Background: an optimization exercise with open tools, aiming at small area, a short achievable clock period and few clock cycles per item. Do not read the settings as production practice. Where RTL was checked, it was by simulation tests only, not by an equivalence proof against the original. For runs 1 to 4 and 7, only the layout was checked, not whether the RTL still works. The clock port is modelled as an ideal driver; clocking choices that lean on that would not hold on a real chip. Power figures rest on the tool's default switching activity, not on a simulated workload.

==> design.v <==
package saw_pkg;
  localparam logic [1:0] MODE_RX   = 2'd0;
  localparam logic [1:0] MODE_ENQ  = 2'd1;
  localparam logic [1:0] MODE_TICK = 2'd2;
  localparam logic [1:0] SEND_NONE = 2'd0;
  localparam logic [1:0] SEND_ATOM = 2'd1;
  localparam logic [1:0] SEND_INIT = 2'd2;
  localparam logic CFG_INIT_CHAR  = 1'b0;
  localparam logic CFG_ERROR_CHAR = 1'b1;
  localparam int WORD_W  = 64;
  localparam int COUNT_W = 9;
  localparam logic [2:0] OP_NOP     = 3'd0;
  localparam logic [2:0] OP_RX_INIT = 3'd1;
  localparam logic [2:0] OP_RX_DATA = 3'd2;
  localparam logic [2:0] OP_ENQ     = 3'd3;
  localparam logic [2:0] OP_TICK    = 3'd4;
  typedef logic [2:0] op_kind_t;
  typedef struct packed {
    op_kind_t          kind;
    logic [7:0]        rx_byte;
    logic [WORD_W-1:0] message;
  } op_t;
  typedef struct packed {
    logic [1:0]         send_kind;
    logic [WORD_W-1:0]  atom;
    logic               acked;
    logic               enqueue_accepted;
    logic [COUNT_W-1:0] queue_count;
    logic               link_ready;
  } res_t;
endpackage
module stop_and_wait_echo_ack_sender_core #(
  parameter int MSG_BYTES   = 8,
  parameter int QUEUE_DEPTH = 8
) (
  input  logic        clk,
  input  logic        rst,
  input  logic        in_valid,
  output logic        in_stall,
  input  logic [1:0]  mode,
  input  logic [7:0]  rx_byte,
  input  logic [63:0] message,
  output logic        out_valid,
  input  logic        out_stall,
  output logic [1:0]  send_kind,
  output logic [63:0] atom,
  output logic        acked,
  output logic        enqueue_accepted,
  output logic [8:0]  queue_count,
  output logic        link_ready,
  input  logic        cfg_write,
  input  logic        cfg_index,
  input  logic [7:0]  cfg_data
);
  logic [7:0] init_char;
  logic [7:0] error_char;
  always_ff @(posedge clk) begin
    if (rst) begin
      init_char  <= 8'd0;
      error_char <= 8'd0;
    end else if (cfg_write) begin
      if (cfg_index) error_char <= cfg_data;
      else           init_char  <= cfg_data;
    end
  end
  logic [63:0] q [8];        
  logic [3:0]  fill;         
  logic [8:0]  fill_oh;      
  logic        pend;         
  logic        link_up;
  logic        ack_ok;       
  logic        have_lead;    
  logic [2:0]  idx;          
  logic [7:0]  lead;         
  logic        mm;           
  logic        mme;          
  logic [1:0]  o_kind;
  logic [63:0] o_atom;
  logic        o_acked;
  logic        o_enq;
  logic [3:0] fill_up, fill_dn;
  assign fill_up = {fill_oh[7], fill_oh[6] | fill_oh[5] | fill_oh[4] | fill_oh[3],
                    fill_oh[6] | fill_oh[5] | fill_oh[2] | fill_oh[1],
                    fill_oh[6] | fill_oh[4] | fill_oh[2] | fill_oh[0]};
  assign fill_dn = {1'b0, fill_oh[8] | fill_oh[7] | fill_oh[6] | fill_oh[5],
                    fill_oh[8] | fill_oh[7] | fill_oh[4] | fill_oh[3],
                    fill_oh[8] | fill_oh[6] | fill_oh[4] | fill_oh[2]};
  logic go;
  assign in_stall = out_stall;
  assign go       = in_valid & ~out_stall;
  logic is_rx, is_init, rx_init, rx_data, is_enq, is_tick, enq_ok;
  assign is_rx   = (mode == 2'd0);
  assign is_init = (rx_byte == init_char);
  assign rx_init = is_rx & is_init;
  assign rx_data = is_rx & ~is_init & link_up;
  assign is_enq  = (mode == 2'd1);
  assign is_tick = (mode == 2'd2);
  assign enq_ok  = is_enq & ~fill_oh[8];
  logic nonempty, last, byte_ne, match, fin, send, deq;
  logic [7:0] hbyte;
  assign nonempty  = ~fill_oh[0];
  assign last      = have_lead & (idx == 3'd7);
  assign hbyte     = q[0][8*idx +: 8];
  assign byte_ne   = (rx_byte != hbyte);
  assign match     = nonempty & (lead != error_char) & ~mm & ~mme & (rx_byte == q[0][63:56]);
  assign fin       = rx_data & last;
  assign send      = fin ? (match ? ~(fill_oh[0] | fill_oh[1]) : nonempty)
                         : (is_tick & link_up & ack_ok & nonempty);
  assign deq       = go & fin & match;
  logic       shift;
  logic [7:0] tail;          
  logic [7:0] ld;
  logic [7:0] hold;
  logic [6:0] st;            
  assign shift   = pend & ~(go & is_enq & ~fill_oh[7]);
  assign tail[0] = ~pend & fill_oh[0];
  for (genvar i = 1; i < 7; i++) begin : g_tail
    assign tail[i] = pend ? fill_oh[i-1] : fill_oh[i];
  end
  assign tail[7] = pend ? (fill_oh[6] | fill_oh[7]) : fill_oh[7];
  for (genvar i = 0; i < 8; i++) begin : g_ld
    assign ld[i] = go & is_enq & tail[i];
  end
  for (genvar i = 0; i < 7; i++) begin : g_hold
    assign hold[i] = ~(shift | ld[i]);
  end
  assign hold[7] = ~ld[7];
  for (genvar k = 0; k < 7; k++) begin : g_st
    assign st[k] = go & rx_data & have_lead & fill_oh[0] & (idx == 3'(k));
  end
  logic [6:0] lane_ne;
  logic       mm_enq;
  for (genvar k = 0; k < 7; k++) begin : g_lane
    assign lane_ne[k] = (message[8*k +: 8] != q[7][8*k +: 8]) & (3'(k) < idx);
  end
  assign mm_enq = |lane_ne;
  for (genvar i = 0; i < 7; i++) begin : g_q
    always_ff @(posedge clk) begin
      q[i] <= ({64{shift}} & q[i+1]) | ({64{ld[i]}} & message) | ({64{hold[i]}} & q[i]);
    end
  end
  for (genvar k = 0; k < 8; k++) begin : g_q7
    if (k < 7) begin : g_st_lane
      always_ff @(posedge clk) begin
        q[7][8*k +: 8] <= ({8{ld[7]}} & message[8*k +: 8]) | ({8{st[k]}} & rx_byte)
                        | ({8{hold[7] & ~st[k]}} & q[7][8*k +: 8]);
      end
    end else begin : g_plain_lane
      always_ff @(posedge clk) begin
        q[7][8*k +: 8] <= ({8{ld[7]}} & message[8*k +: 8]) | ({8{hold[7]}} & q[7][8*k +: 8]);
      end
    end
  end
  logic sel0, sel1, show;
  assign show = go ? send : o_kind[0];
  assign sel1 = show & ((go & deq) | pend);
  assign sel0 = show & ~((go & deq) | pend);
  always_ff @(posedge clk) begin
    o_atom <= ({64{sel0}} & q[0]) | ({64{sel1}} & q[1]);
  end
  always_ff @(posedge clk) begin
    if (go & rx_data & ~have_lead) begin
      lead <= rx_byte;
    end
    if (go & rx_data) begin
      if (~have_lead) mm <= 1'b0;
      else            mm <= mm | (nonempty & byte_ne);
    end
    if (go & rx_data & ~have_lead) begin
      mme <= 1'b0;
    end else if (go & is_enq & fill_oh[0]) begin
      mme <= mm_enq;
    end
    if (go) begin
      o_kind  <= rx_init ? 2'd2 : send ? 2'd1 : 2'd0;
      o_acked <= fin & match;
      o_enq   <= enq_ok;
    end
  end
  always_ff @(posedge clk) begin
    if (rst) begin
      fill      <= 4'd0;
      fill_oh   <= 9'd1;
      pend      <= 1'b0;
      link_up   <= 1'b0;
      ack_ok    <= 1'b0;
      have_lead <= 1'b0;
      idx       <= 3'd0;
      out_valid <= 1'b0;
    end else begin
      pend <= deq | (pend & ~shift);
      if (go) begin
        out_valid <= 1'b1;
      end else if (~out_stall) begin
        out_valid <= 1'b0;
      end
      if (deq) begin
        fill    <= fill_dn;
        fill_oh <= fill_oh >> 1;
      end else if (go & enq_ok) begin
        fill    <= fill_up;
        fill_oh <= fill_oh << 1;
      end
      if (go & rx_init) begin
        link_up <= 1'b1;
        if (~link_up) ack_ok <= 1'b1;
      end else if (go & fin) begin
        if (send)        ack_ok <= 1'b0;
        else if (match)  ack_ok <= 1'b1;
      end else if (go & send) begin
        ack_ok <= 1'b0;
      end
      if (go & rx_data) begin
        have_lead <= ~last;
        if (have_lead) idx <= idx + 3'd1;
      end
    end
  end
  assign send_kind        = o_kind;
  assign atom             = o_atom;
  assign acked            = o_acked;
  assign enqueue_accepted = o_enq;
  assign queue_count      = {5'd0, fill};
  assign link_ready       = link_up;
endmodule
==> flow/run.sh <==
#!/bin/bash
# Standard layout, except that the delay cells (clkdlybuf4s*, dlygate*, dlymetal*)
# are don't-use after synthesis, so port buffers, repair and hold fixing use
# plain buffers. Synthesis is the standard one, unchanged.
set -euo pipefail
cd "$(dirname "$0")/.."
bash standard.sh synth > synth.log 2>&1
DU=$(make -s -C "$FLOW_HOME" DESIGN_CONFIG="$PWD/config.mk" WORK_HOME="$PWD/orfs" print-DONT_USE_CELLS 2>/dev/null | sed -n 's/^DONT_USE_CELLS: //p')
EXTRA=""
for c in clkdlybuf4s15_1 clkdlybuf4s15_2 clkdlybuf4s18_1 clkdlybuf4s18_2 clkdlybuf4s25_1 clkdlybuf4s25_2 \
         clkdlybuf4s50_1 clkdlybuf4s50_2 dlygate4sd1_1 dlygate4sd2_1 dlygate4sd3_1 \
         dlymetal6s2s_1 dlymetal6s4s_1 dlymetal6s6s_1; do
  EXTRA="$EXTRA sky130_fd_sc_hd__$c"
done
bash standard.sh "DONT_USE_CELLS=$DU$EXTRA" finish > layout.log 2>&1
==> standard.sh <==
#!/bin/bash
# synth_recipe.tcl (not shown) runs the flow's synth.tcl, then flattens the netlist and writes it again
# the make line also repeats each setting of config.mk as NAME=value (left out here)
make -C /OpenROAD-flow-scripts/flow DESIGN_CONFIG=/design/flow/config.mk WORK_HOME=/design/flow/orfs CLKGATE_MAP_FILE= SYNTH_SCRIPT=/design/flow/synth_recipe.tcl "${@:-finish}"
==> config.mk <==
export PLATFORM = sky130hd
export DESIGN_NAME = stop_and_wait_echo_ack_sender_core
export DESIGN_NICKNAME = stop_and_wait_echo_ack_sender_core
export VERILOG_FILES = /design/flow/design.v
export SDC_FILE = /design/flow/constraint.sdc
export NUM_CORES = 4
export LEC_CHECK = 0
export CAP_MARGIN = 20
export CORE_MARGIN = 2
export CORE_UTILIZATION = 50
export CTS_CLUSTER_DIAMETER = 100
export CTS_CLUSTER_SIZE = 26
export SETUP_SLACK_MARGIN = 2.68
export SLEW_MARGIN = 50
==> constraint.sdc <==
create_clock -name core_clock -period 5.0 [get_ports {clk}]
set_input_delay 1.0000 -clock core_clock [delete_from_list [all_inputs] [get_ports {clk}]]
set_output_delay 1.0000 -clock core_clock [all_outputs]
set_load 0.01 [all_outputs]
==> results.tsv, run 1 <==
metric	value	unit
Row Count	82	
Starting Density	50.3	%
P&R area growth vs syn	19.5	%
first-pass GRT wire length	125	mm
Post-synth EDFFs	21	
Placed Instances	3466	
number of synthesis warnings	2	
Critical Path RT	5490	ps
synthesized area	25000	µm²
fillers	4415	
Synth Flop Type	dfxtp_1	
Mapped Cells	2836	
core box area	49800	µm²
Yosys cell types	52	
hold buffers post-CTS	0	
Tcrit/Tclk final	48.3	%
Worst setup SP type	input pin	
Crit Path Class	in -> reg	
Hold Crit Class	reg -> reg	
GRT Residual Overflow	0	
register area	12800	µm²
vias per inst	5.98	
Final HPWL DP	51.0	mm
I/O pin count	168	
Total Power	0.00907	W
worst skew pair latency	620	ps
syn avg cell area	8.83	µm²
DIE AREA	51900	µm²
Crit-path slowest cell	or4_4	
setup_tns	0	ps
Vias	21308	
CTS tree	built	
ys async rst share	0	%
worst path arrival time	2900	ps
fin util	60.1	%
CTS Sinks	626	
Routed WL	84.4	mm
RSZ-0062 raised after global routing	yes	
GPL Wtd Cong	0.870	
flops & latches, synth	626	
Total GRT Usage	30.8	%
share of layout cells above drive strength 1	19.2	%
post-layout minimum cycle time	2410	ps
Setup WS pre-CTS	1200	ps
drc violations	0	
sequential share of the synthesized area	50.9	%
Total Nets Final	2974	
crit end category	flip-flop	
Max IR drop VDD	0.267	mV
Max Buffers Root-to-Sink	3	
final non-filler cell total	3565	
most frequent cells in the layout	917 x nand2_1, 596 x dfxtp_1, 265 x a22oi_2	
reg2reg path depth	9	
final hold violation count	0	
normalized max-slew margin	52.2	%
H-tree depth	1	
LEAKAGE	12.9	nW
status	no timing/DRC/antenna violations	
largest net degree at the start of global routing	65	
vias in the first global route	20402	
WL/cell	23.7	µm
Final setup viols	0	
root buf cell	clkbuf_16	
Num CTS Buffers	28	
number of max-slew violations in the final report	0	
slowest stage delay, CP	450	ps
Synth top area share	48.4	%
antenna violations before repair	2	
power per cell area	303	nW/µm²
Synth area leader	dfxtp_1	
Initial DRC Count	1908	
Pre-antenna DRT Iters	7	
Max Clock Skew	19.8	ps
worst-path fanout max	8	
most common cell after layout, fill and taps aside	nand2_1	
CP Cell Sequence	buf_8 -> xor2_2 -> or4_4 -> a211oi_4 -> nand3_2 -> a211oi_4 -> buf_12 -> buf_6 -> buf_16 -> nor3_4	
Die X	228	µm
Worst-path clk slew	100	ps
FMAX	0.414	GHz
area of the multi-input gates	13200	µm²
Final WS setup	2590	ps
CP most frequent cell	a211oi_4	
Worst Max-Slew Pin Slew	716	ps
largest cells by area after synthesis	dfxtp_1 48%, nand2_1 14%, a22oi_1 14%	
Routed Antenna Nets	0	
hold path depth	2	
number of port buffers	162	
max-cap violation count	0	
Chip Height	228	µm
flip-flops by register name, summed over array words and instances, names as in the netlist, 2 cells and up, named ones only:
register / count
init_char: 8
error_char: 8
idx: 3
q: 504
fill_oh: 9
o_atom: 64
lead: 8
o_kind: 2
fill: 3
cells in the mapped netlist, drive strengths merged, types with 4 or more instances:
cell      n
o22ai     5
nor4     14
a21oi    26
nor2b     4
mux4      8
a22o     58
dfxtp   605
buf      49
mux2      8
nor2     55
nor3     69
o21ai     8
a22oi   453
edfxtp   21
and4      5
a211oi    5
a21o     57
inv       8
and3      5
nand3    16
nand2b    5
nand2   917
ha        4
nand4    12
xnor2    29
xor2     58
clkbuf  218
mux2i    91
layout make-up:
| class | instances | share of cell area (%) |
|---|---|---|
| Multi-Input combinational cell | 1939 | 44.1 |
| Sequential cell | 626 | 42.6 |
| Timing Repair Buffer | 279 | 7.66 |
| Tap cell | 672 | 2.81 |
| Clock buffer | 34 | 2.49 |
| Clock inverter | 5 | 0.197 |
| Inverter | 8 | 0.109 |
| Antenna cell | 2 | 0.0167 |
repair_timing:
item                                    4_1_cts  5_1_grt
resized for setup                            94      129
cloned                                        7       13
pin swaps                                    16       32
endpoints found under the setup margin      587      497
setup buffers                                25       13
power breakdown:
| part | internal [W] | switching (W) | total (W) |
|---|---|---|---|
| Combinational | 0.000296 | 0.000465 | 0.000761 |
| Sequential | 0.00527 | 0.000297 | 0.00557 |
| Clock | 0.00112 | 0.00162 | 0.00274 |
metrics by stage:
stage          hold WS [ps]  area (µm²)
2_1_floorplan           416       27500
3_3_place_gp            424       27200
3_5_place_dp            430       27500
4_1_cts                 444       29000
5_1_grt                 463       29900
6_report                445       29900
critical path: cells and delay by family:
kind	cells	cell delay, ps
xor gates and xnor gates	1	160
and+or+nand+nor	3	630
buffers and inverters	4	610
AOI/OAI and AO/OA	2	490
worst paths after layout:
| path | start | endpoint | slack (ps) |
|---|---|---|---|
| setup / recovery | rx_byte[7] | o_atom[43] | 2590 |
| hold / removal | q[5][49] | q[5][49] | 450 |
| setup reg to reg | idx[0] | mm | 2630 |
| hold reg to reg | q[5][49] | q[5][49] | 450 |
layer usage:
layer	global-route usage, %	up-vias	share of wire [%]
met3	4.80	167	6.0
li1	-	9900	-
met4	12.6	2	4.3
met5	0	-	0.013
met2	49.6	726	46
met1	41.3	10513	43
logic make-up (layout without fill, tap and decap cells):
group	Yosys count	in the layout	synth area share, %
AO/OA/AOI/OAI	625	625	18.8
XOR/XNOR	87	87	3.04
adder cells (fa/ha/maj)	4	4	0.200
buffers and inverters	275	326	4.58
flip-flops	626	626	50.9
multiplexers	107	107	4.72
other	1	7	0.0150
AND/OR/NAND/NOR	1111	1111	17.8
==> run 2: changes to the inputs <==
--- a/config.mk
+++ b/config.mk
@@ -13,2 +13,3 @@
 export SETUP_SLACK_MARGIN = 2.68
 export SLEW_MARGIN = 50
+export TNS_END_PERCENT = 5
==> results.tsv, run 2 <==
metric	value	unit
Routed WL	81.3	mm
R2R setup slack	2390	ps
Synth top area share	48.4	%
max FFs per register	504	
first-pass GRT wire length	124	mm
vias in the first global route	20046	
fillers	4509	
GPL Wtd Cong	0.867	
Final setup viols	0	
number of synthesis warnings	2	
largest net degree at the start of global routing	90	
hold buffers post-CTS	0	
Crit-path slowest cell	or4_4	
Starting Density	50.3	%
worst hold endpoint	q[6][57]	
Row Count	82	
Max Buffers Root-to-Sink	3	
reg2reg path depth	11	
ys async rst share	0	%
Mapped Cells	2836	
I/O pin count	168	
min-delay src	q[6][57]	
Total Nets Final	2998	
CP Cell Sequence	buf_8 -> xor2_2 -> or4_4 -> a211oi_4 -> buf_6 -> nand3_4 -> a211oi_4 -> buf_2 -> buf_12 -> buf_6 -> buf_16 -> nor3_1	
Most flops, register	q	
vias per inst	5.95	
post-layout minimum cycle time	2660	ps
Vias	21344	
Worst setup SP type	input pin	
Total GRT Usage	30.2	%
Final HPWL DP	49.4	mm
flops & latches, synth	626	
Num CTS Buffers	28	
power per cell area	319	nW/µm²
Post-synth EDFFs	21	
P&R area growth vs syn	12.4	%
ANT cells	0	
sequential share of the synthesized area	50.9	%
Routed Antenna Nets	0	
Synth area leader	dfxtp_1	
CTS Sinks	626	
root buf cell	clkbuf_16	
WL/cell	22.7	µm
max-cap violation count	0	
Max Clock Skew	30.3	ps
fin util	56.5	%
GRT Residual Overflow	0	
r2r endpoint	o_atom[12]	
final hold violation count	0	
number of port buffers	162	
RR Startpoint	q[0][58]	
syn avg cell area	8.83	µm²
Initial DRC Count	2454	
antenna violations before repair	3	
core box area	49800	µm²
worst path arrival time	3130	ps
Max IR drop VDD	0.231	mV
LEAKAGE	12.7	nW
Synth Flop Type	dfxtp_1	
H-tree depth	1	
share of layout cells above drive strength 1	8.48	%
crit end category	flip-flop	
worst skew pair latency	620	ps
Worst Max-Slew Pin Slew	739	ps
synthesized area	25000	µm²
Chip Height	228	µm
RSZ-0062 raised after global routing	yes	
largest cells by area after synthesis	dfxtp_1 48%, nand2_1 14%, a22oi_1 14%	
CP top delay family	buffers and inverters	
stages on the worst setup path	12	
slowest stage delay, CP	520	ps
Hold Crit Class	reg -> reg	
Commonest cells post-synth	917 x nand2_1, 605 x dfxtp_1, 453 x a22oi_1	
DIE AREA	51900	µm²
CTS tree	built	
status	no timing/DRC/antenna violations	
setup_tns	0	ps
FMAX	0.376	GHz
Critical Path RT	5470	ps
hold path depth	2	
Tcrit/Tclk final	53.2	%
Die X	228	µm
most common cell after layout, fill and taps aside	nand2_1	
Pre-antenna DRT Iters	6	
most frequent cells in the layout	917 x nand2_1, 599 x dfxtp_1, 453 x a22oi_1	
Worst-path clk slew	100	ps
Crit Path Class	in -> reg	
number of max-slew violations in the final report	0	
most common cell in the netlist	nand2_1	
normalized max-slew margin	50.7	%
Yosys cell types	52	
worst-path fanout max	8	
drc violations	0	
worst path bufs/invs	6	
Regs by FF count	q: 504 flops, o_atom: 64 flops, fill_oh: 9 flops	
## run 2: logic make-up after synthesis
family | after synthesis | synth area share (%)
adders and majority gates | 4 | 0.200
AOI/OAI and AO/OA | 625 | 18.8
xor gates and xnor gates | 87 | 3.04
other | 1 | 0.0150
buffers and inverters | 275 | 4.58
muxes | 107 | 4.72
and+or+nand+nor | 1111 | 17.8
DFF | 626 | 50.9
## run 2: through the flow
| step | instances | area, µm² | worst slack (ps) | power [W] | hold WS, ps |
|---|---|---|---|---|---|
| 3_5_place_dp | 3465 | 26100 | 1330 | 0.00630 | 433 |
| 3_3_place_gp | 3455 | 25900 | 1320 | 0.00627 | 429 |
| 4_1_cts | 3547 | 27700 | 2440 | 0.00896 | 447 |
| 2_1_floorplan | 2840 | 25100 | 2060 | 0.00598 | 423 |
| 5_1_grt | 3585 | 28100 | 2340 | 0.00929 | 460 |
| 6_report | 3585 | 28100 | 2340 | 0.00896 | 445 |
## run 2: repair_timing
action,in CTS,in global routing
gates resized for setup,70,48
pin swaps,11,15
gates cloned,11,1
endpoints found under the setup margin,572,568
buffers inserted,34,37
## run 2: cell type report
| class | instances | area [µm²] | share of cell area (%) |
|---|---|---|---|
| timing repair buffer | 303 | 2110 | 7.49 |
| clock buffer | 34 | 744 | 2.65 |
| sequential | 626 | 12800 | 45.3 |
| inverter | 8 | 30.0 | 0.107 |
| multi-input combinational | 1939 | 11600 | 41.3 |
| tap | 672 | 841 | 2.99 |
| clock inverter | 3 | 30.0 | 0.107 |
## run 2: report_power, final
part / internal [W] / leakage, nW / total [W] / switching (W)
registers: 0.00527 / 5.12 / 0.00556 / 0.000288
logic: 0.000297 / 7.25 / 0.000735 / 0.000439
clock network: 0.00107 / 0.381 / 0.00267 / 0.00160
## run 2: routing by layer
metal  wire, µm  share of wire (%)  vias up  GRT usage (%)
met1      36200                 44    10448           43.0
li1           -                  -     9928              -
met3       5920                7.3      123           3.96
met4       2240                2.8        2           7.87
met2      36900                 45      843           48.5
met5         13              0.016        -              0
## run 2: worst max-delay path by stage
stage / to / startpoint / slack (ps)
finish: o_atom[12] / rx_byte[7] / 2340
global route: fill[0] / rx_byte[7] / 2340
CTS: q[4][21] / mode[1] / 2440
detailed placement: o_atom[62] / rx_byte[0] / 1330
global placement: q[5][39] / mode[1] / 1320
floorplan: o_atom[10] / rx_byte[7] / 2060
## run 2: worst min-delay path: cells and delay by family (launching register included)
kind | cells | cell delay, ps
simple gates | 2 | 90
flops | 1 | 320
==> run 3: changes to the inputs <==
--- a/design.v
+++ b/design.v
@@ -74,5 +74,6 @@
   logic [7:0]  lead;         
   logic        mm;           
-  logic        mme;          
+  logic        chk;          
+  logic        mmx;          
   logic [1:0]  o_kind;
   logic [63:0] o_atom;
@@ -103,5 +104,5 @@
   assign hbyte     = q[0][8*idx +: 8];
   assign byte_ne   = (rx_byte != hbyte);
-  assign match     = nonempty & (lead != error_char) & ~mm & ~mme & (rx_byte == q[0][63:56]);
+  assign match     = nonempty & (lead != error_char) & ~mmx & (rx_byte == q[0][63:56]);
   assign fin       = rx_data & last;
   assign send      = fin ? (match ? ~(fill_oh[0] | fill_oh[1]) : nonempty)
@@ -130,9 +131,8 @@
   end
   logic [6:0] lane_ne;
-  logic       mm_enq;
   for (genvar k = 0; k < 7; k++) begin : g_lane
-    assign lane_ne[k] = (message[8*k +: 8] != q[7][8*k +: 8]) & (3'(k) < idx);
-  end
-  assign mm_enq = |lane_ne;
+    assign lane_ne[k] = (q[0][8*k +: 8] != q[7][8*k +: 8]) & (3'(k) < idx);
+  end
+  assign mmx = mm | (chk & (|lane_ne));
   for (genvar i = 0; i < 7; i++) begin : g_q
     always_ff @(posedge clk) begin
@@ -163,12 +163,8 @@
       lead <= rx_byte;
     end
-    if (go & rx_data) begin
-      if (~have_lead) mm <= 1'b0;
-      else            mm <= mm | (nonempty & byte_ne);
-    end
     if (go & rx_data & ~have_lead) begin
-      mme <= 1'b0;
-    end else if (go & is_enq & fill_oh[0]) begin
-      mme <= mm_enq;
+      mm <= 1'b0;
+    end else begin
+      mm <= mmx | (go & rx_data & nonempty & byte_ne);
     end
     if (go) begin
@@ -183,4 +179,5 @@
       fill_oh   <= 9'd1;
       pend      <= 1'b0;
+      chk       <= 1'b0;
       link_up   <= 1'b0;
       ack_ok    <= 1'b0;
@@ -190,4 +187,5 @@
     end else begin
       pend <= deq | (pend & ~shift);
+      chk  <= go & is_enq & fill_oh[0] & have_lead;
       if (go) begin
         out_valid <= 1'b1;
--- a/config.mk
+++ b/config.mk
@@ -13,3 +13,2 @@
 export SETUP_SLACK_MARGIN = 2.68
 export SLEW_MARGIN = 50
-export TNS_END_PERCENT = 5
==> results.tsv, run 3 <==
metric	value	unit
syn avg cell area	8.80	µm²
largest net degree at the start of global routing	65	
number of synthesis warnings	2	
Mapped Cells	2850	
final hold violation count	0	
Regs by FF count	q: 504 flops, o_atom: 64 flops, fill_oh: 9 flops	
Max Buffers Root-to-Sink	3	
Synth Flop Type	dfxtp_1	
Commonest cells post-synth	919 x nand2_1, 606 x dfxtp_1, 448 x a22oi_1	
Final WS setup	2170	ps
Synth area leader	dfxtp_1	
Setup WS pre-CTS	1120	ps
Initial DRC Count	1931	
CP Cell Sequence	xor2_1 -> nor4_4 -> nand4_1 -> o41ai_2 -> o21ai_2 -> o21ai_4 -> buf_6 -> buf_6 -> buf_16 -> mux2i_2 -> nor2_1	
Row Count	82	
GR Util met3	5.36	%
number of max-slew violations in the final report	0	
worst skew pair latency	610	ps
I/O pin count	168	
Routed Antenna Nets	0	
status	no timing/DRC/antenna violations	
Chip Height	228	µm
vias per inst	5.97	
Hold Crit Class	reg -> reg	
root buf cell	clkbuf_16	
gr busiest metal	met2	
max FFs per register	504	
FMAX	0.353	GHz
R2R setup slack	2170	ps
Total Nets Final	3020	
met2 Usage GRT	49.7	%
Crit-path slowest cell	nor4_4	
Routed WL	83.5	mm
Setup crit end	o_atom[58]	
post-layout minimum cycle time	2830	ps
Max Clock Skew	26.0	ps
CP Launch Point	q[0][28]	
sequential share of the synthesized area	50.8	%
H-tree depth	1	
r2r endpoint	o_atom[58]	
reg2reg path depth	11	
placed cell area	28100	µm²
Num CTS Buffers	28	
WL/cell	23.1	µm
fin util	60.8	%
Final HPWL DP	50.5	mm
most common cell in the netlist	nand2_1	
crit end category	flip-flop	
Total Power	0.00925	W
CTS tree	built	
fillers	4380	
DIE AREA	51900	µm²
Die X	228	µm
Synth top area share	48.4	%
share of layout cells above drive strength 1	21.0	%
Worst Max-Slew Pin Slew	712	ps
GRT Residual Overflow	0	
CTS Sinks	626	
Max IR drop VDD	0.253	mV
synthesized area	25100	µm²
first-pass GRT wire length	125	mm
fin area	30300	µm²
Vias	21555	
slowest stage delay, CP	470	ps
number of port buffers	162	
CP most frequent cell	buf_6	
power per cell area	305	nW/µm²
RR Startpoint	q[0][28]	
Total GRT Usage	30.8	%
max-cap violation count	0	
Yosys cell types	60	
Crit Path Class	reg -> reg	
Starting Density	50.3	%
core box area	49900	µm²
hold buffers post-CTS	0	
P&R area growth vs syn	21.0	%
LEAKAGE	12.5	nW
Worst setup SP type	flip-flop	
worst path arrival time	3350	ps
flops & latches, synth	626	
Final setup viols	0	
RSZ-0062 raised after global routing	yes	
Post-synth EDFFs	20	
Worst-path clk slew	100	ps
Pre-antenna DRT Iters	6	
largest cells by area after synthesis	dfxtp_1 48%, nand2_1 14%, a22oi_1 13%	
Critical Path RT	5520	ps
antenna violations before repair	3	
worst-path fanout max	8	
GPL Wtd Cong	0.872	
most frequent cells in the layout	917 x nand2_1, 597 x dfxtp_1, 359 x a22oi_2	
grt met1 use	42.1	%
most common cell after layout, fill and taps aside	nand2_1	
vias in the first global route	20912	
normalized max-slew margin	52.5	%
drc violations	0	
setup_tns	0	ps
Tcrit/Tclk final	56.7	%
Most flops, register	q	
ys async rst share	0	%
## run 3: cell types whose count changed in the layout (fill, tap and decap cells not counted), moves of 11 or more
cell / delta
nor2_4: +11
nor2_1: +63
mux2i_1: +20
a22oi_1: -364
nor3_1: -49
nor3_2: -12
buf_1: -11
a22oi_2: +359
xor2_1: +11
o22ai_1: +11
xnor2_1: -15
## run 3: cell type report
cell class	count	area (µm²)	share of cell area, %
Antenna cell	1	2.50	0.00825
Clock inverter	1	20.0	0.0660
Multi-Input combinational cell	1965	13500	44.6
Sequential cell	626	12800	42.1
Inverter	8	35.0	0.116
Clock buffer	37	766	2.53
Timing Repair Buffer	299	2370	7.81
Tap cell	672	841	2.77
## run 3: stage by stage
stage                     cells  hold slack (ps)
final                      3609              453
after global routing       3608              468
after CTS                  3584              454
after detailed placement   3485              439
after global placement     3467              431
after floorplan            2854              423
## run 3: worst min path at each step
stage              from        to  slack [ps]  cells after the start
5_1_grt        q[3][27]  q[3][27]         470                      2
3_5_place_dp   q[2][63]  q[2][63]         440                      2
6_report        q[4][4]   q[4][4]         450                      2
4_1_cts         q[4][4]   q[4][4]         450                      2
2_1_floorplan  q[2][63]  q[2][63]         420                      2
3_3_place_gp   q[6][63]  q[6][63]         430                      2
## run 3: metal layers
layer | vias to the layer above | routed length [µm]
li1 | 9948 | -
met3 | 152 | 5660
met5 | - | 38
met2 | 711 | 38800
met4 | 6 | 2450
met1 | 10738 | 36500
## run 3: worst max-delay path, delay by kind of cell (launching register included)
family	cells	cell delay [ps]
compound gates	3	770
buf+inv	3	430
xor+xnor	1	180
simple gates	3	750
flops	1	360
mux	1	210
## run 3: where the power goes
group,leakage [nW],switching (W),internal (W)
Clock,0.383,0.00161,0.00108
Sequential,5.12,0.000352,0.00531
Combinational,7.04,0.000539,0.000356
## run 3: timing repair
action | 4_1_cts | 5_1_grt
pin swaps | 19 | 19
endpoints found under the setup margin | 497 | 428
resized for setup | 95 | 71
gates cloned | 11 | 8
buffers inserted | 50 | 15
## run 3: cell families after synthesis
logic type      after synthesis  synth area share, %
simple gates               1117                 17.6
compound gates              634                 19.1
flops                       626                 50.8
buf+inv                     267                 4.74
mux                         112                 4.48
xor+xnor                     89                 3.11
fa+ha+maj                     4                0.200
other cells                   1               0.0150
==> run 4: changes to the inputs <==
--- a/config.mk
+++ b/config.mk
@@ -11,4 +11,4 @@
 export CTS_CLUSTER_DIAMETER = 100
 export CTS_CLUSTER_SIZE = 26
-export SETUP_SLACK_MARGIN = 2.68
+export SETUP_SLACK_MARGIN = 2.6
 export SLEW_MARGIN = 50
==> results.tsv, run 4 <==
metric	value	unit
status	no timing/DRC/antenna violations	
Initial DRC Count	2183	
Max Clock Skew	27.1	ps
max FFs per register	504	
H-tree depth	1	
syn avg cell area	8.80	µm²
Adder-Cell Fraction of Synth Area	0.200	%
Num CTS Buffers	28	
normalized max-slew margin	52.0	%
number of synthesis warnings	2	
RSZ-0062 raised after global routing	yes	
worst path arrival time	3270	ps
Synth Area in Simple Gates	17.6	%
CTS tree	built	
Chip Height	228	µm
Critical Path RT	5510	ps
I/O pin count	168	
worst skew pair latency	620	ps
Synth area leader	dfxtp_1	
Compound-Gate Fraction of Synth Area	19.1	%
Die X	228	µm
largest net degree at the start of global routing	104	
post-synthesis mux area share	4.48	%
reg2reg path depth	13	
fillers	4541	
root buf cell	clkbuf_16	
Final setup viols	0	
LEAKAGE	12.5	nW
stages on the worst setup path	13	
DIE AREA	51900	µm²
Routed WL	83.5	mm
Mapped Cells	2850	
ANT cells	0	
slowest stage delay, CP	360	ps
Pre-antenna DRT Iters	6	
final hold violation count	0	
Total GRT Usage	30.8	%
Worst-path clk slew	110	ps
power per cell area	322	nW/µm²
Setup crit end	o_atom[39]	
setup_tns	0	ps
Crit Path Class	reg -> reg	
ys async rst share	0	%
Worst Max-Slew Pin Slew	720	ps
Most flops, register	q	
Worst setup SP type	flip-flop	
CP Cell Sequence	xor2_1 -> nor4_1 -> buf_2 -> nand4_1 -> o41ai_2 -> o21ai_2 -> buf_2 -> o21ai_2 -> a31o_4 -> buf_12 -> buf_6 -> buf_16 -> nor2_1	
first-pass GRT wire length	126	mm
number of port buffers	162	
core box area	49900	µm²
worst path bufs/invs	5	
Regs by FF count	q: 504 flops, o_atom: 64 flops, fill_oh: 9 flops	
number of max-slew violations in the final report	0	
Commonest cells post-synth	919 x nand2_1, 606 x dfxtp_1, 448 x a22oi_1	
FMAX	0.362	GHz
Yosys cell types	60	
Hold Crit Class	reg -> reg	
CP top delay family	compound AO/OA/AOI/OAI gates	
Routed Antenna Nets	0	
GRT Residual Overflow	0	
crit end category	flip-flop	
Max Buffers Root-to-Sink	3	
Synth Area in XOR/XNOR	3.11	%
Post-synth EDFFs	20	
synthesized area	25100	µm²
CTS Sinks	626	
most common cell in the netlist	nand2_1	
vias per inst	5.95	
Synth top area share	48.4	%
Synth Flop Type	dfxtp_1	
main combinational cell family by area after synthesis	compound AO/OA/AOI/OAI gates	
Max IR drop VDD	0.249	mV
Vias	21493	
P&R area growth vs syn	15.0	%
GPL Wtd Cong	0.867	
flops & latches, synth	626	
Total Power	0.00927	W
Row Count	82	
worst-path fanout max	5	
share of layout cells above drive strength 1	9.89	%
Tcrit/Tclk final	55.2	%
RR Startpoint	q[0][12]	
vias in the first global route	20448	
most common cell after layout, fill and taps aside	nand2_1	
R2R setup slack	2240	ps
Starting Density	50.3	%
antenna violations before repair	2	
sequential share of the synthesized area	50.8	%
most frequent cells in the layout	916 x nand2_1, 589 x dfxtp_1, 448 x a22oi_1	
WL/cell	23.1	µm
post-layout minimum cycle time	2760	ps
Crit-path slowest cell	dfxtp_4	
CP Launch Point	q[0][12]	
Final HPWL DP	48.4	mm
max-cap violation count	0	
r2r endpoint	o_atom[39]	
largest cells by area after synthesis	dfxtp_1 48%, nand2_1 14%, a22oi_1 13%	
drc violations	0	
Total Nets Final	3025	
run 4: cell count changes in the layout (fill, tap and decap cells not counted), sizes merged:
cell,delta
clkbuf,-2
buf,+4
diode,-1
and3,-1
clkinv,+2
bufbuf,+2
run 4: timing repair:
item                                    4_1_cts  5_1_grt
hold endpoints to repair                      0        0
hold buffers                                  0        0
setup buffers                                42       30
cloned                                       18        5
gates resized for setup                      99      103
pin swaps                                    30       36
endpoints found under the setup margin      500      262
run 4: worst min-delay path by stage:
stage | from | endpoint | depth (start not counted) | slack, ps
after CTS | q[5][40] | q[5][40] | 2 | 450
final | q[4][28] | q[4][28] | 2 | 450
after global routing | q[2][9] | q[2][9] | 2 | 460
after detailed placement | q[3][57] | q[3][57] | 2 | 430
after floorplan | q[2][0] | q[2][0] | 2 | 420
after global placement | q[3][32] | q[3][32] | 2 | 430
run 4: cells by family (layout without fill, tap and decap cells):
logic type      after synthesis  count (layout)
other cells                   1               5
mux                         112             112
simple gates               1117            1120
flops                       626             626
xor+xnor                     89              89
compound gates              634             634
fa+ha+maj                     4               4
buf+inv                     267             351
run 4: metrics by stage:
stage / cell area [µm²] / hold WS [ps] / setup WS [ps] / std cells / util [%]
after floorplan: 25600 / 423 / 2180 / 2854 / -
after global placement: 26000 / 430 / 1330 / 3466 / 52.1
after detailed placement: 26200 / 433 / 1300 / 3479 / 52.6
after CTS: 28100 / 449 / 2290 / 3577 / 56.4
after global routing: 28800 / 459 / 2110 / 3613 / 57.8
final: 28800 / 447 / 2240 / 3613 / 57.8
run 4: layer usage:
| metal | vias to the layer above | track usage [%] | wire length (µm) |
|---|---|---|---|
| met5 | - | 0 | 13 |
| met4 | 2 | 10.0 | 3160 |
| met3 | 153 | 4.19 | 5980 |
| met2 | 788 | 51.3 | 39100 |
| met1 | 10595 | 41.5 | 35300 |
| li1 | 9955 | - | - |
run 4: tightest hold or removal path, delay by kind of cell (launching register included):
kind | cells | cell delay [ps]
flip-flops | 1 | 320
AND/OR/NAND/NOR | 2 | 90
run 4: cell type report:
| cell class | instances | area [µm²] | area share [%] |
|---|---|---|---|
| flip-flops and latches | 626 | 12800 | 44.3 |
| multi-input cells | 1964 | 11900 | 41.3 |
| repair buffers | 305 | 2500 | 8.68 |
| well taps | 672 | 841 | 2.92 |
| clock buffers | 35 | 748 | 2.60 |
| inverters | 8 | 35.0 | 0.122 |
| clock inverters | 3 | 30.0 | 0.104 |
run 4: power breakdown:
part	switching, W	internal, W	leakage (nW)
Combinational	0.000526	0.000387	7.00
Sequential	0.000361	0.00531	5.12
Clock	0.00161	0.00107	0.380
==> run 5: changes to the inputs <==
--- a/design.v
+++ b/design.v
@@ -74,6 +74,4 @@
   logic [7:0]  lead;         
   logic        mm;           
-  logic        chk;          
-  logic        mmx;          
   logic [1:0]  o_kind;
   logic [63:0] o_atom;
@@ -88,6 +86,6 @@
                     fill_oh[8] | fill_oh[6] | fill_oh[4] | fill_oh[2]};
   logic go;
-  assign in_stall = out_stall;
-  assign go       = in_valid & ~out_stall;
+  assign in_stall = out_valid & out_stall;
+  assign go       = in_valid & ~in_stall;
   logic is_rx, is_init, rx_init, rx_data, is_enq, is_tick, enq_ok;
   assign is_rx   = (mode == 2'd0);
@@ -104,5 +102,5 @@
   assign hbyte     = q[0][8*idx +: 8];
   assign byte_ne   = (rx_byte != hbyte);
-  assign match     = nonempty & (lead != error_char) & ~mmx & (rx_byte == q[0][63:56]);
+  assign match     = nonempty & (lead != error_char) & ~mm & (rx_byte == q[0][63:56]);
   assign fin       = rx_data & last;
   assign send      = fin ? (match ? ~(fill_oh[0] | fill_oh[1]) : nonempty)
@@ -131,8 +129,9 @@
   end
   logic [6:0] lane_ne;
+  logic       mm_enq;
   for (genvar k = 0; k < 7; k++) begin : g_lane
-    assign lane_ne[k] = (q[0][8*k +: 8] != q[7][8*k +: 8]) & (3'(k) < idx);
-  end
-  assign mmx = mm | (chk & (|lane_ne));
+    assign lane_ne[k] = (message[8*k +: 8] != q[7][8*k +: 8]) & (3'(k) < idx);
+  end
+  assign mm_enq = |lane_ne;
   for (genvar i = 0; i < 7; i++) begin : g_q
     always_ff @(posedge clk) begin
@@ -163,8 +162,9 @@
       lead <= rx_byte;
     end
-    if (go & rx_data & ~have_lead) begin
-      mm <= 1'b0;
-    end else begin
-      mm <= mmx | (go & rx_data & nonempty & byte_ne);
+    if (go & rx_data) begin
+      if (~have_lead) mm <= 1'b0;
+      else            mm <= mm | (nonempty & byte_ne);
+    end else if (go & is_enq & fill_oh[0]) begin
+      mm <= mm_enq;
     end
     if (go) begin
@@ -179,5 +179,4 @@
       fill_oh   <= 9'd1;
       pend      <= 1'b0;
-      chk       <= 1'b0;
       link_up   <= 1'b0;
       ack_ok    <= 1'b0;
@@ -187,5 +186,4 @@
     end else begin
       pend <= deq | (pend & ~shift);
-      chk  <= go & is_enq & fill_oh[0] & have_lead;
       if (go) begin
         out_valid <= 1'b1;
--- a/flow/run.sh
+++ b/flow/run.sh
@@ -1,6 +1,8 @@
 #!/bin/bash
-# Standard layout, except that the delay cells (clkdlybuf4s*, dlygate*, dlymetal*)
-# are don't-use after synthesis, so port buffers, repair and hold fixing use
-# plain buffers. Synthesis is the standard one, unchanged.
+# Standard layout, except that:
+# - the delay cells (clkdlybuf4s*, dlygate*, dlymetal*) are don't-use after
+#   synthesis, so port buffers, repair and hold fixing use plain buffers;
+# - after CTS, an extra setup repair pass (flow/post_cts.tcl) with more passes.
+# Synthesis is the standard one, unchanged.
 set -euo pipefail
 cd "$(dirname "$0")/.."
@@ -13,3 +15,4 @@
   EXTRA="$EXTRA sky130_fd_sc_hd__$c"
 done
+export POST_CTS_TCL="$PWD/flow/post_cts.tcl"
 bash standard.sh "DONT_USE_CELLS=$DU$EXTRA" finish > layout.log 2>&1
==> flow/post_cts.tcl (new file) <==
# Extra setup repair after CTS: more passes, any footprint.
set m 0
if {[info exists ::env(SETUP_SLACK_MARGIN)]} { set m $::env(SETUP_SLACK_MARGIN) }
estimate_parasitics -placement
repair_timing -setup -setup_margin $m -repair_tns 100 -max_passes 500 -verbose
detailed_placement
check_placement -verbose
==> results.tsv, run 5 <==
metric	value	unit
status	no timing/DRC/antenna violations	
Pre-antenna DRT Iters	5	
Adder-Cell Fraction of Synth Area	0.194	%
worst path arrival time	2910	ps
CP top delay family	buffers and inverters	
Crit Path Class	in -> reg	
Max IR drop VDD	0.299	mV
number of port buffers	162	
Chip Height	231	µm
Initial DRC Count	1824	
vias per inst	5.86	
I/O pin count	168	
Most flops, register	q	
Vias	20632	
post-synthesis mux area share	5.06	%
largest net degree at the start of global routing	86	
FMAX	0.417	GHz
flops & latches, synth	625	
Yosys cell types	66	
fillers	4778	
Commonest cells post-synth	915 x nand2_1, 604 x dfxtp_1, 453 x a22oi_1	
max-cap violation count	0	
Int Power	0.00670	W
Compound-Gate Fraction of Synth Area	18.0	%
number of max-slew violations in the final report	0	
Hold Crit Class	reg -> reg	
Routed Antenna Nets	0	
switching power	0.00239	W
power share of the combinational group	8.5	%
Total GRT Usage	28.7	%
Synth area leader	dfxtp_1	
GRT Residual Overflow	0	
Worst Max-Slew Pin Slew	708	ps
Row Count	83	
stages on the worst setup path	11	
post-layout minimum cycle time	2400	ps
syn avg cell area	9.17	µm²
core box area	51100	µm²
sequential share of power	62.1	%
Synth Area in Simple Gates	17.4	%
Routed WL	78.0	mm
Starting Density	50.4	%
Synth Area in XOR/XNOR	3.03	%
R2R setup slack	2650	ps
worst skew pair latency	630	ps
fin area	28400	µm²
Tcrit/Tclk final	48.0	%
ys async rst share	0	%
final hold violation count	0	
Final HPWL DP	46.9	mm
Worst-path clk slew	100	ps
P&R area growth vs syn	10.2	%
most common cell after layout, fill and taps aside	nand2_1	
Final setup viols	0	
max FFs per register	504	
most common cell in the netlist	nand2_1	
share of layout cells above drive strength 1	13.3	%
synthesized area	25700	µm²
DIE AREA	53300	µm²
reg2reg path depth	8	
RR Startpoint	idx[0]	
CTS tree	built	
most frequent cells in the layout	914 x nand2_1, 599 x dfxtp_1, 305 x a22oi_1	
vias in the first global route	19682	
CP Cell Sequence	buf_1 -> and2_4 -> nand2b_4 -> clkinv_8 -> nand3b_4 -> buf_6 -> o21a_4 -> buf_12 -> clkbuf_16 -> a22oi_1 -> nand2_1	
antenna violations before repair	5	
drc violations	0	
GPL Wtd Cong	0.801	
setup_tns	0	ps
power per cell area	321	nW/µm²
r2r endpoint	o_atom[2]	
Total Nets Final	2927	
Post-synth EDFFs	21	
Synth top area share	47.0	%
LEAKAGE	12.7	nW
crit end category	flip-flop	
CP Launch Point	out_stall	
Max Clock Skew	25.0	ps
number of synthesis warnings	2	
Synth Flop Type	dfxtp_1	
placed cell area	27000	µm²
sequential share of the synthesized area	49.4	%
Critical Path RT	5510	ps
Regs by FF count	q: 504 flops, o_atom: 64 flops, fill_oh: 9 flops	
worst-path fanout max	59	
Mapped Cells	2806	
Switching Share	26.3	%
first-pass GRT wire length	119	mm
main combinational cell family by area after synthesis	compound AO/OA/AOI/OAI gates	
CTS Sinks	625	
RSZ-0062 raised after global routing	yes	
Worst setup SP type	input pin	
Crit-path slowest cell	clkbuf_16	
worst path bufs/invs	5	
slowest stage delay, CP	280	ps
normalized max-slew margin	52.8	%
clock network power share	29.4	%
largest cells by area after synthesis	dfxtp_1 47%, nand2_1 13%, a22oi_1 13%	
WL/cell	22.1	µm
Die X	231	µm
Setup crit end	q[1][18]	
## run 5: power groups by stage
| stage | combinational (W) | clock (W) | sequential (W) |
|---|---|---|---|
| after floorplan | 0.000537 | 0 | 0.00565 |
| after global placement | 0.000730 | 0 | 0.00574 |
| after detailed placement | 0.000747 | 0 | 0.00575 |
| after global routing | 0.000861 | 0.00290 | 0.00568 |
| final | 0.000771 | 0.00267 | 0.00565 |
## run 5: kinds of logic after synthesis
| family | count (synthesis) |
|---|---|
| AO/OA/AOI/OAI | 610 |
| XOR/XNOR | 89 |
| adder cells (fa/ha/maj) | 4 |
| buffers and inverters | 263 |
| flip-flops | 625 |
| multiplexers | 115 |
| other | 1 |
| AND/OR/NAND/NOR | 1099 |
## run 5: final cells by class
type                       count  area (µm²)  area share, %
sequential                   625       12700           44.9
multi-input combinational   1926       12300           43.4
timing repair buffer         245        1650           5.80
tap                          680         851           3.00
clock buffer                  34         744           2.62
inverter                       9        48.8          0.172
clock inverter                 2        32.5          0.115
antenna                        1        2.50        0.00882
## run 5: how the worst min path moves through the flow
stage                   from  depth (start not counted)  endpoint  slack (ps)
finish              q[5][42]                          2  q[5][42]         440
global placement    q[5][13]                          2  q[5][13]         420
global route        q[3][27]                          2  q[3][27]         460
detailed placement  q[5][42]                          2  q[5][42]         430
floorplan           q[2][63]                          2  q[2][63]         420
## run 5: metal layers
| layer | GRT usage (%) | up-vias | routed length [µm] |
|---|---|---|---|
| met5 | 0 | - | 52 |
| met4 | 7.74 | 8 | 2060 |
| met3 | 4.77 | 101 | 5130 |
| met2 | 46.5 | 636 | 36200 |
| met1 | 39.7 | 10184 | 34500 |
| li1 | - | 9703 | - |
## run 5: worst min-delay path, stage by stage, from the launching register on
cell	delay [ps]
dfxtp_1	320
nand2_1	50
nand2_1	40
## run 5: stage by stage
stage	cells	hold slack, ps	util (%)	setup slack, ps	power (W)
after global routing	3522	461	55.5	2550	0.00944
after detailed placement	3447	430	52.8	1220	0.00650
after floorplan	2810	416	-	2380	0.00619
final	3522	441	55.5	2600	0.00909
after global placement	3437	424	52.3	1220	0.00647
Testbench counts of run 5, summed over its fixed seeds: cycles 5,803, items 5,795.
==> run 6: changes to the inputs <==
--- a/flow/run.sh
+++ b/flow/run.sh
@@ -3,5 +3,6 @@
 # - the delay cells (clkdlybuf4s*, dlygate*, dlymetal*) are don't-use after
 #   synthesis, so port buffers, repair and hold fixing use plain buffers;
-# - after CTS, an extra setup repair pass (flow/post_cts.tcl) with more passes.
+# - before the post-placement repair_design, a max-fanout limit
+#   (flow/pre_resize.tcl) so that high-fanout nets get buffer trees.
 # Synthesis is the standard one, unchanged.
 set -euo pipefail
@@ -15,4 +16,4 @@
   EXTRA="$EXTRA sky130_fd_sc_hd__$c"
 done
-export POST_CTS_TCL="$PWD/flow/post_cts.tcl"
+export PRE_RESIZE_TCL="$PWD/flow/pre_resize.tcl"
 bash standard.sh "DONT_USE_CELLS=$DU$EXTRA" finish > layout.log 2>&1
==> flow/pre_resize.tcl (new file) <==
# Buffer high-fanout nets into balanced trees before timing repair.
set_max_fanout 12 [current_design]
removed: flow/post_cts.tcl
==> results.tsv, run 6 <==
metric	value	unit
Final HPWL DP	60.6	mm
Worst-path clk slew	100	ps
R2R setup slack	2190	ps
Mapped Cells	2806	
Routed Antenna Nets	0	
Final WS setup	2090	ps
DIE AREA	53300	µm²
LEAKAGE	15.5	nW
Routed WL	97.7	mm
Chip Height	231	µm
worst skew pair latency	640	ps
worst path arrival time	3260	ps
most frequent cells in the layout	596 x dfxtp_1, 535 x nand2_1, 311 x a22oi_2	
most common cell after layout, fill and taps aside	dfxtp_1	
slowest stage delay, CP	170	ps
Total GRT Usage	32.6	%
hold buffers post-CTS	0	
Row Count	83	
Synth area leader	dfxtp_1	
Pre-antenna DRT Iters	5	
GRT Residual Overflow	0	
Worst Max-Slew Pin Slew	796	ps
Worst setup SP type	input pin	
CP Cell Sequence	buf_1 -> and2_4 -> nand2b_4 -> clkinv_8 -> buf_6 -> buf_1 -> buf_1 -> buf_2 -> buf_6 -> buf_1 -> buf_2 -> buf_1 -> buf_1 -> buf_1 -> buf_1 -> buf_2 -> buf_1 -> buf_2 -> buf_1 -> buf_1 -> buf_1 -> buf_1 -> buf_1	
vias per inst	6.12	
normalized max-slew margin	46.9	%
I/O pin count	168	
ys async rst share	0	%
FMAX	0.344	GHz
max-cap violation count	0	
drc violations	0	
main combinational cell family by area after synthesis	compound AO/OA/AOI/OAI gates	
number of port buffers	162	
flops & latches, synth	625	
post-synthesis mux area share	5.06	%
Post-synth EDFFs	21	
Total Nets Final	3337	
min-delay src	q[3][9]	
Setup WS pre-CTS	-734	ps
Placed Instances	3611	
number of synthesis warnings	2	
Final setup viols	0	
Die X	231	µm
Crit-path slowest cell	nand2b_4	
Crit Path Class	in -> reg	
Critical Path RT	5350	ps
most common cell in the netlist	nand2_1	
Max Clock Skew	24.2	ps
Num CTS Buffers	28	
hold path depth	2	
setup_tns	0	ps
first-pass GRT wire length	133	mm
P&R area growth vs syn	39.7	%
Most flops, register	q	
Initial DRC Count	2215	
max FFs per register	504	
final non-filler cell total	3933	
Tcrit/Tclk final	58.2	%
r2r endpoint	o_acked	
Max Buffers Root-to-Sink	3	
CTS Sinks	625	
vias in the first global route	21416	
post-layout minimum cycle time	2910	ps
Regs by FF count	q: 504 flops, o_atom: 64 flops, fill_oh: 9 flops	
share of layout cells above drive strength 1	39.8	%
syn avg cell area	9.17	µm²
Commonest cells post-synth	915 x nand2_1, 604 x dfxtp_1, 453 x a22oi_1	
largest net degree at the start of global routing	28	
Max IR drop VDD	0.309	mV
worst-path fanout max	2	
crit end category	flip-flop	
Starting Density	50.4	%
root buf cell	clkbuf_16	
core box area	51100	µm²
Yosys cell types	66	
Compound-Gate Fraction of Synth Area	18.0	%
Vias	24057	
GPL Wtd Cong	0.801	
Synth Flop Type	dfxtp_1	
largest cells by area after synthesis	dfxtp_1 47%, nand2_1 13%, a22oi_1 13%	
sequential share of the synthesized area	49.4	%
Synth Area in XOR/XNOR	3.03	%
power per cell area	265	nW/µm²
number of max-slew violations in the final report	0	
Adder-Cell Fraction of Synth Area	0.194	%
H-tree depth	1	
RR Startpoint	out_valid	
final hold violation count	0	
synthesized area	25700	µm²
reg2reg path depth	22	
worst hold endpoint	q[3][9]	
antenna violations before repair	6	
WL/cell	24.8	µm
fillers	3749	
fin util	70.4	%
RSZ-0062 raised after global routing	yes	
Synth Area in Simple Gates	17.4	%
Synth top area share	47.0	%
Hold Crit Class	reg -> reg	
CP most frequent cell	buf_1	
status	no timing/DRC/antenna violations	
CTS tree	built	
[run 6: worst max-delay path by stage]
stage / from / slack (ps) / to
finish: out_stall / 2090 / o_acked
detailed placement: out_stall / -730 / q[2][41]
floorplan: out_stall / 2380 / q[7][0]
CTS: message[53] / 2430 / mm
global placement: out_stall / 1220 / q[3][40]
global route: out_stall / 2030 / o_acked
[run 6: final cells by class]
cell class,instances,area (µm²),area share (%)
Inverter,9,48.8,0.136
Tap cell,680,851,2.37
Clock buffer,33,741,2.06
Multi-Input combinational cell,1922,14700,40.9
Antenna cell,1,2.50,0.00696
Sequential cell,625,12700,35.4
Timing Repair Buffer,659,6810,18.9
Clock inverter,4,55.1,0.153
[run 6: worst max-delay path, delay by kind of cell]
family                 cells  cell delay (ps)
buffers and inverters     21             1960
and+or+nand+nor            2              300
[run 6: per-layer routing]
metal | wire, µm | part of all wire, % | track usage [%]
met3 | 8130 | 8.3 | 4.95
met5 | 59 | 0.060 | 0
met4 | 5950 | 6.1 | 12.1
met1 | 38900 | 40 | 43.9
met2 | 44700 | 46 | 52.9
[run 6: cells by family after synthesis]
kind of cell,Yosys count
other,1
xor gates and xnor gates,89
buffers and inverters,263
muxes,115
and+or+nand+nor,1099
adders and majority gates,4
DFF,625
AOI/OAI and AO/OA,610
[run 6: what timing repair did]
item / CTS / global route
hold endpoints to repair: 0 / 0
resized for setup: 575 / 1058
pin swaps: 127 / 356
buffers inserted: 111 / 125
endpoints found under the setup margin: 599 / 562
gates cloned: 14 / 32
[run 6: power by group]
group / internal (W) / switching (W)
Sequential: 0.00534 / 0.000410
Combinational: 0.000439 / 0.000575
Clock: 0.00111 / 0.00164
[run 6: stage by stage]
step	power, W	cell area, µm²	hold WS (ps)
finish	0.00952	36000	448
global route	0.00982	36000	469
CTS	0.00922	31100	444
detailed placement	0.00652	27500	429
global placement	0.00647	26700	424
floorplan	0.00619	26800	416
==> run 7: changes to the inputs <==
--- a/design.v
+++ b/design.v
@@ -78,11 +78,4 @@
   logic        o_acked;
   logic        o_enq;
-  logic [3:0] fill_up, fill_dn;
-  assign fill_up = {fill_oh[7], fill_oh[6] | fill_oh[5] | fill_oh[4] | fill_oh[3],
-                    fill_oh[6] | fill_oh[5] | fill_oh[2] | fill_oh[1],
-                    fill_oh[6] | fill_oh[4] | fill_oh[2] | fill_oh[0]};
-  assign fill_dn = {1'b0, fill_oh[8] | fill_oh[7] | fill_oh[6] | fill_oh[5],
-                    fill_oh[8] | fill_oh[7] | fill_oh[4] | fill_oh[3],
-                    fill_oh[8] | fill_oh[6] | fill_oh[4] | fill_oh[2]};
   logic go;
   assign in_stall = out_valid & out_stall;
@@ -192,8 +185,8 @@
       end
       if (deq) begin
-        fill    <= fill_dn;
+        fill    <= fill - 4'd1;
         fill_oh <= fill_oh >> 1;
       end else if (go & enq_ok) begin
-        fill    <= fill_up;
+        fill    <= fill + 4'd1;
         fill_oh <= fill_oh << 1;
       end
==> run.sh (new file) <==
#!/bin/bash
# synth_recipe.tcl (not shown) runs the flow's synth.tcl, then flattens the netlist and writes it again
# the make line also repeats each setting of config.mk as NAME=value (left out here)
make -C /OpenROAD-flow-scripts/flow DESIGN_CONFIG=/design/flow/config.mk WORK_HOME=/design/flow/orfs CLKGATE_MAP_FILE= SYNTH_SCRIPT=/design/flow/synth_recipe.tcl finish
--- a/config.mk
+++ b/config.mk
@@ -8,7 +8,5 @@
 export CAP_MARGIN = 20
 export CORE_MARGIN = 2
-export CORE_UTILIZATION = 50
-export CTS_CLUSTER_DIAMETER = 100
-export CTS_CLUSTER_SIZE = 26
-export SETUP_SLACK_MARGIN = 2.6
-export SLEW_MARGIN = 50
+export CORE_UTILIZATION = 65
+export SETUP_SLACK_MARGIN = 2.2
+export SLEW_MARGIN = 20
removed: flow/run.sh
removed: flow/pre_resize.tcl
removed: standard.sh
==> results.tsv, run 7 <==
metric	value	unit
setup_tns	0	ps
Vias	21674	
largest cells by area after synthesis	dfxtp_1 48%, nand2_1 14%, a22oi_1 13%	
Regs by FF count	q: 504 flops, o_atom: 64 flops, fill_oh: 9 flops	
fillers	2703	
post-layout minimum cycle time	2800	ps
CTS tree	built	
GPL Wtd Cong	0.876	
Commonest cells post-synth	923 x nand2_1, 605 x dfxtp_1, 448 x a22oi_1	
area of the multi-input gates	11700	µm²
Synth top area share	48.0	%
number of port buffers	162	
antenna violations before repair	0	
Most flops, register	q	
slowest stage delay, CP	510	ps
WL/cell	22.2	µm
drc violations	0	
Critical Path RT	5500	ps
normalized max-slew margin	34.9	%
final non-filler cell total	3440	
placed cell area	27000	µm²
ANT cells	0	
CP Launch Point	mode[0]	
vias in the first global route	20824	
Crit Path Class	in -> reg	
Die X	201	µm
worst skew pair latency	630	ps
DIE AREA	40400	µm²
crit end category	flip-flop	
first-pass GRT wire length	119	mm
Worst-path clk slew	60	ps
Num CTS Buffers	60	
most common cell in the netlist	nand2_1	
Worst Max-Slew Pin Slew	975	ps
Routed Antenna Nets	0	
Hold Crit Class	reg -> reg	
vias per inst	6.30	
Pre-antenna DRT Iters	7	
flops & latches, synth	626	
sequential share of the synthesized area	50.5	%
Total GRT Usage	37.3	%
Synth Flop Type	dfxtp_1	
worst-path fanout max	8	
Mapped Cells	2808	
P&R area growth vs syn	18.8	%
max FFs per register	504	
fin area	30000	µm²
Tcrit/Tclk final	55.9	%
hold buffers post-CTS	0	
CP most frequent cell	buf_12	
syn avg cell area	8.99	µm²
register area	12700	µm²
final hold violation count	0	
Worst setup SP type	input pin	
Max Clock Skew	24.1	ps
Final HPWL DP	43.5	mm
RSZ-0062 raised after global routing	yes	
Routed WL	76.5	mm
Chip Height	201	µm
Synth area leader	dfxtp_1	
min-delay src	q[2][40]	
LEAKAGE	13.5	nW
GRT Residual Overflow	0	
Yosys cell types	61	
Final setup viols	0	
root buf cell	clkbuf_16	
ys async rst share	0	%
Row Count	72	
Initial DRC Count	2493	
number of max-slew violations in the final report	0	
max-cap violation count	0	
CTS Sinks	626	
Total Nets Final	2964	
number of synthesis warnings	2	
final hold slack	442	ps
Max IR drop VDD	0.321	mV
power per cell area	390	nW/µm²
RR Startpoint	idx[0]	
status	no timing/DRC/antenna violations	
Max Buffers Root-to-Sink	3	
worst path arrival time	3300	ps
H-tree depth	2	
share of layout cells above drive strength 1	11.6	%
Post-synth EDFFs	21	
Crit-path slowest cell	clkdlybuf4s50_1	
I/O pin count	168	
Starting Density	65.6	%
synthesized area	25200	µm²
core box area	38500	µm²
most common cell after layout, fill and taps aside	nand2_1	
CP Cell Sequence	clkdlybuf4s50_1 -> or4_4 -> a211oi_4 -> buf_4 -> a31oi_4 -> buf_12 -> buf_12 -> buf_8 -> mux2i_2 -> nor2_2	
FMAX	0.358	GHz
Placed Instances	3280	
most frequent cells in the layout	923 x nand2_1, 603 x dfxtp_1, 448 x a22oi_1	
largest net degree at the start of global routing	169	
[run 7: cell families (layout without fill, tap and decap cells)]
group	count (synthesis)	in the layout	share of synthesized area, %
compound gates	608	608	18.5
xor+xnor	90	90	3.12
fa+ha+maj	5	5	0.248
buf+inv	263	369	4.68
flops	626	626	50.5
mux	113	113	5.14
other cells	1	5	0.0149
simple gates	1102	1106	17.8
[run 7: path summary, 6_finish.rpt]
path | to | slack, ps | cells after the start
worst max-delay path | o_atom[18] | 2200 | 10
worst max register to register | o_atom[18] | 2400 | 11
worst min-delay path | q[2][40] | 440 | 2
worst min register to register | q[2][40] | 440 | 2
[run 7: routing by layer]
metal	GRT usage, %	share of wire (%)	up-vias
li1	-	-	9823
met1	48.2	39	10446
met2	59.8	47	1173
met3	6.23	8.6	232
met4	20.4	5.3	0
met5	0	0	-
[run 7: area by class of cell]
class,count,share of cell area (%)
Inverter,9,0.113
Tap cell,518,2.16
Clock inverter,23,0.835
Timing Repair Buffer,247,9.28
Multi-Input combinational cell,1927,39.1
Sequential cell,626,42.5
Clock buffer,90,6.03
[run 7: per-stage QoR]
| stage | utilization [%] | power, W | setup WS [ps] |
|---|---|---|---|
| after floorplan | - | 0.00649 | 1770 |
| after global placement | 70.3 | 0.00692 | 1070 |
| after detailed placement | 70.3 | 0.00697 | 1040 |
| after CTS | 77.5 | 0.0117 | 2210 |
| after global routing | 77.9 | 0.0121 | 2200 |
| final | 77.9 | 0.0117 | 2200 |
[run 7: where the power goes]
group	total (W)	internal (W)	switching (W)
Sequential	0.00586	0.00545	0.000414
Clock	0.00469	0.00275	0.00194
Combinational	0.00114	0.000541	0.000595
[run 7: worst max-delay path, delay by kind of cell]
kind                   cells  cell delay, ps
buffers and inverters      5            1150
multiplexers               1             190
AO/OA/AOI/OAI              2             370
AND/OR/NAND/NOR            2             570
[run 7: repair_timing]
action                                  4_1_cts  5_1_grt
buffers inserted                             27        9
endpoints found under the hold margin         0        0
gates cloned                                  9        2
pin swaps                                    21        9
gates resized for setup                      87       18
endpoints found under the setup margin      581      278

==> static timing again, ports no longer ideal <==
Ports are ideal in the flow. The routed layouts listed here were re-timed in OpenROAD. Step 1 sets driving cells, clkbuf_16 on the clock port and buf_2 on the other inputs (assumed; they add their load-dependent delay and slew). Step 2 adds t to the input delays and takes it off the output delays; t is the mean of the earliest and latest rising clock arrival at the registers after step 1. Input paths then give back, and output paths get back, about the clock's delay inside the block. Three values: no drivers, after step 1, after step 2; two values: the first two.
run	t (ns)	setup WS [ns]	cell pins on the clock port's net
run 1	0.678	2.585 / 2.607 / 1.928	1
run 2	0.661	2.339 / 2.355 / 1.693	1
run 3	0.672	2.167 / 2.167 / 1.720	1
run 4	0.669	2.240 / 2.240 / 1.778	1
run 5	0.677	2.600 / 2.611 / 1.968	1
run 6	0.688	2.091 / 2.133 / 1.445	1
run 7	0.676	2.205 / 2.237 / 1.560	1
After both steps setup and hold are still met in every run listed. The setup slack of run 1, which loses most, moves by +0.022 ns with the drivers and by -0.657 ns with both steps.
